Background: an optimization exercise with open tools, aiming at small area and a short achievable clock period. Do not read the settings as production practice. The RTL was checked by simulation tests, not by an equivalence proof against the original design. No driver is modelled on the clock port, so clock power and skew are understated where the tree is cut down; a real chip needs a root buffer or a tree. Power and IR drop assume default switching activity.

## exp_bf16_top
module exp_bf16_top
(
    input  logic        clk,
    input  logic        rst,
    input  logic        valid_i,
    input  logic [15:0] data_i,
    output logic        valid_o,
    output logic [15:0] data_o
);
    localparam int bf16_man_w = 7;        
    localparam int bf16_bias  = 127;
    localparam logic [7:0] exp_tiny = 8'd118;    
    localparam logic [7:0] exp_huge = 8'd134;    
    localparam logic [15:0] bf16_one  = 16'h3f80;
    localparam logic [15:0] bf16_pinf = 16'h7f80;
    localparam logic [15:0] bf16_qnan = 16'h7fc0;
    localparam logic [15:0] bf16_zero = 16'h0000;
    localparam int frac_w  = 16;
    localparam int fix_w   = 8 + frac_w;      
    localparam int unit_w  = frac_w + 1;      
    localparam int shift_w = 10;              
    localparam logic [unit_w-1:0] log2e_fix = 17'h17154;     
    localparam logic [unit_w-1:0] ln2_fix   = 17'h0b172;     
    localparam logic [unit_w-1:0] one_fix   = 17'h10000;
    logic [4:0] v;       
    always_ff @(posedge clk)
    begin
        if (rst)
            v <= '0;
        else
            v <= {v[3:0], valid_i};
    end
    assign valid_o = v[4];
    logic [15:0] d1;
    always_ff @(posedge clk)
        d1 <= data_i;
    logic        sgn;
    logic [7:0]  exp_b;
    logic [6:0]  man;
    logic [22:0] pp_c;
    assign sgn   = d1[15];
    assign exp_b = d1[14:7];
    assign man   = d1[6:0];
    exp_range_reduce i_reduce
    (
        .sgn (sgn),
        .man (man),
        .pp  (pp_c)
    );
    logic        s2;
    logic        nan2;
    logic        sat2;
    logic        one2;
    logic [3:0]  sh2;
    logic [22:0] pp2;
    always_ff @(posedge clk)
    begin
        s2   <= sgn;
        nan2 <= exp_b == 8'hff && man != '0;
        sat2 <= exp_b >= exp_huge;
  ...
==> flow/config.mk <==
export PLATFORM = sky130hd
export DESIGN_NAME = exp_bf16_top
export DESIGN_NICKNAME = exp_bf16_top
export VERILOG_FILES = /design/flow/design.v
export SDC_FILE = /design/flow/constraint.sdc
export NUM_CORES = 4
export LEC_CHECK = 0
export ABC_AREA = 1
export CAP_MARGIN = 20
export CORE_MARGIN = 2
export CORE_UTILIZATION = 60
export CTS_BUF_LIST = sky130_fd_sc_hd__clkbuf_8
export CTS_CLUSTER_SIZE = 30
export SLEW_MARGIN = 20
==> flow/constraint.sdc <==
create_clock -name core_clock -period 11.5 [get_ports {clk}]
set_input_delay 2.3000 -clock core_clock [delete_from_list [all_inputs] [get_ports {clk}]]
set_output_delay 2.3000 -clock core_clock [all_outputs]
set_load 0.01 [all_outputs]
standard.sh (not shown) runs the stock make flow with config.mk's settings and CLKGATE_MAP_FILE= SYNTH_SCRIPT=/design/flow/synth_recipe.tcl, a recipe that flattens the netlist after the stock synthesis.
==> flow/flow/run.sh <==
#!/bin/bash
# The standard layout, with three changes to how it is made (the clock
# period and every constraint stay the design's):
# - repair_timing aims for more setup slack than the design's period leaves;
# - the ports get plain buffers instead of delay cells;
# - the clock network is four clock buffers fed by the clock port, one per
#   quarter of the registers, instead of TritonCTS's two-level H-tree
#   (flow/clock_pre_cts.tcl).
set -euo pipefail
here=$(pwd)
bash standard.sh SETUP_SLACK_MARGIN=8.6 \
  "BUFFER_PORTS_ARGS=-buffer_cell sky130_fd_sc_hd__buf_2" \
  "PRE_CTS_TCL=$here/flow/clock_pre_cts.tcl" \
  finish > standard_flow.log 2>&1
==> flow/flow/clock_pre_cts.tcl <==
# Clock network in place of TritonCTS: the clock port drives four
# clkbuf_16, one per quarter of the registers (split at the median x, then
# at the median y of each half), each placed at the centre of its
# registers. Every register is one buffer away from the port, so the
# clock arrives at them all alike. Sourced by ORFS's cts.tcl as
# PRE_CTS_TCL; clock_tree_synthesis is then skipped, and the rest of
# cts.tcl (legalisation, repair_timing) runs as usual.
set block [ord::get_db_block]
set db [ord::get_db]
set clknet [$block findNet clk]
set master [$db findMaster sky130_fd_sc_hd__clkbuf_16]
set sinks {}
foreach it [$clknet getITerms] {
  set b [[$it getInst] getBBox]
  lappend sinks [list $it [expr {([$b xMin] + [$b xMax]) / 2}] [expr {([$b yMin] + [$b yMax]) / 2}]]
}
proc halves {items idx} {
  set s [lsort -integer -index $idx $items]
  set h [expr {[llength $s] / 2}]
  return [list [lrange $s 0 [expr {$h - 1}]] [lrange $s $h end]]
}
set groups {}
foreach half [halves $sinks 1] {
  foreach q [halves $half 2] { lappend groups $q }
}
set k 0
foreach g $groups {
  set sx 0; set sy 0
  foreach s $g { set sx [expr {$sx + [lindex $s 1]}]; set sy [expr {$sy + [lindex $s 2]}] }
  set n [llength $g]
  set inst [odb::dbInst_create $block $master clkbuf_q$k]
  $inst setLocation [expr {$sx / $n}] [expr {$sy / $n}]
  $inst setPlacementStatus PLACED
  set net [odb::dbNet_create $block clknet_q$k]
  $net setSigType CLOCK
  [$inst findITerm A] connect $clknet
  [$inst findITerm X] connect $net
  foreach s $g { set it [lindex $s 0]; $it disconnect; $it connect $net }
  puts "clock buffer clkbuf_q$k: $n registers"
  incr k
}
proc clock_tree_synthesis {args} {
  puts "clock_tree_synthesis skipped: the clock network was built by clock_pre_cts.tcl"
}
Edit:
--- a/flow/flow/run.sh
+++ b/flow/flow/run.sh
@@ -11,3 +11,3 @@
 bash standard.sh SETUP_SLACK_MARGIN=8.6 \
-  "BUFFER_PORTS_ARGS=-buffer_cell sky130_fd_sc_hd__buf_2" \
+  "BUFFER_PORTS_ARGS=-buffer_cell sky130_fd_sc_hd__buf_1" \
   "PRE_CTS_TCL=$here/flow/clock_pre_cts.tcl" \
CORE_UTILIZATION = 65   (was 60)
CTS_BUF_LIST = default   (was sky130_fd_sc_hd__clkbuf_8)
CTS_CLUSTER_SIZE = default   (was 30)
Outcome: Die area shrinks by 7.4%. Maximum frequency stays flat. Setup slack got worse by 0.0058 ns. Total power grows by 0.69%. Synthesized area stays the same. Hold slack got worse by 0.0051 ns. First-iteration DRC count shrinks by 8.5%.
Edit:
--- a/flow/flow/run.sh
+++ b/flow/flow/run.sh
@@ -10,3 +10,3 @@
 here=$(pwd)
-bash standard.sh SETUP_SLACK_MARGIN=8.6 \
+bash standard.sh SETUP_SLACK_MARGIN=8.5 \
   "BUFFER_PORTS_ARGS=-buffer_cell sky130_fd_sc_hd__buf_1" \
CORE_UTILIZATION = 60   (was 65)
CTS_BUF_LIST = sky130_fd_sc_hd__clkbuf_8   (was default)
CTS_CLUSTER_SIZE = 30   (was default)
After rerunning:
- clock skew climbs by 0.0033 ns
- synthesized cell count does not change
- routed wire length drops slightly
- critical path depth is unchanged
- first-iteration DRC count climbs by a little under a tenth
- worst setup slack got worse by 0.021 ns
- total power drops by a few percent
- synthesized area does not change
- cell area drops slightly
- flip-flop and latch count does not change
In every run of this note, the design's own scripts or RTL, not TritonCTS, make the clock network.

[port drivers added, routing unchanged]
Ports are ideal in the flow. The routed layouts listed here were re-timed in OpenROAD. Step 1 assumes that a clkbuf_16 drives the clock port and a buf_2 every other input. Step 2 times the ports against the registers' clock, not the clock port: input delays grow and output delays shrink by t, the midpoint of the rising clock arrivals with the driver on. Three values: no drivers, after step 1, after step 2; two values: the first two.
run	t, ns	setup WS [ns]	clock arrival spread, ns	worst register clock-pin slew, ns	cell pins on the clock port's net
the first run	0.244	8.596 / 8.513 / 8.731	0.020 / 0.021	0.11 / 0.11	4
the second run	0.244	8.590 / 8.508 / 8.695	0.013 / 0.012	0.11 / 0.11	4
the third run	0.245	8.569 / 8.484 / 8.646	0.015 / 0.014	0.11 / 0.11	4
After both steps every run listed still meets setup and hold.
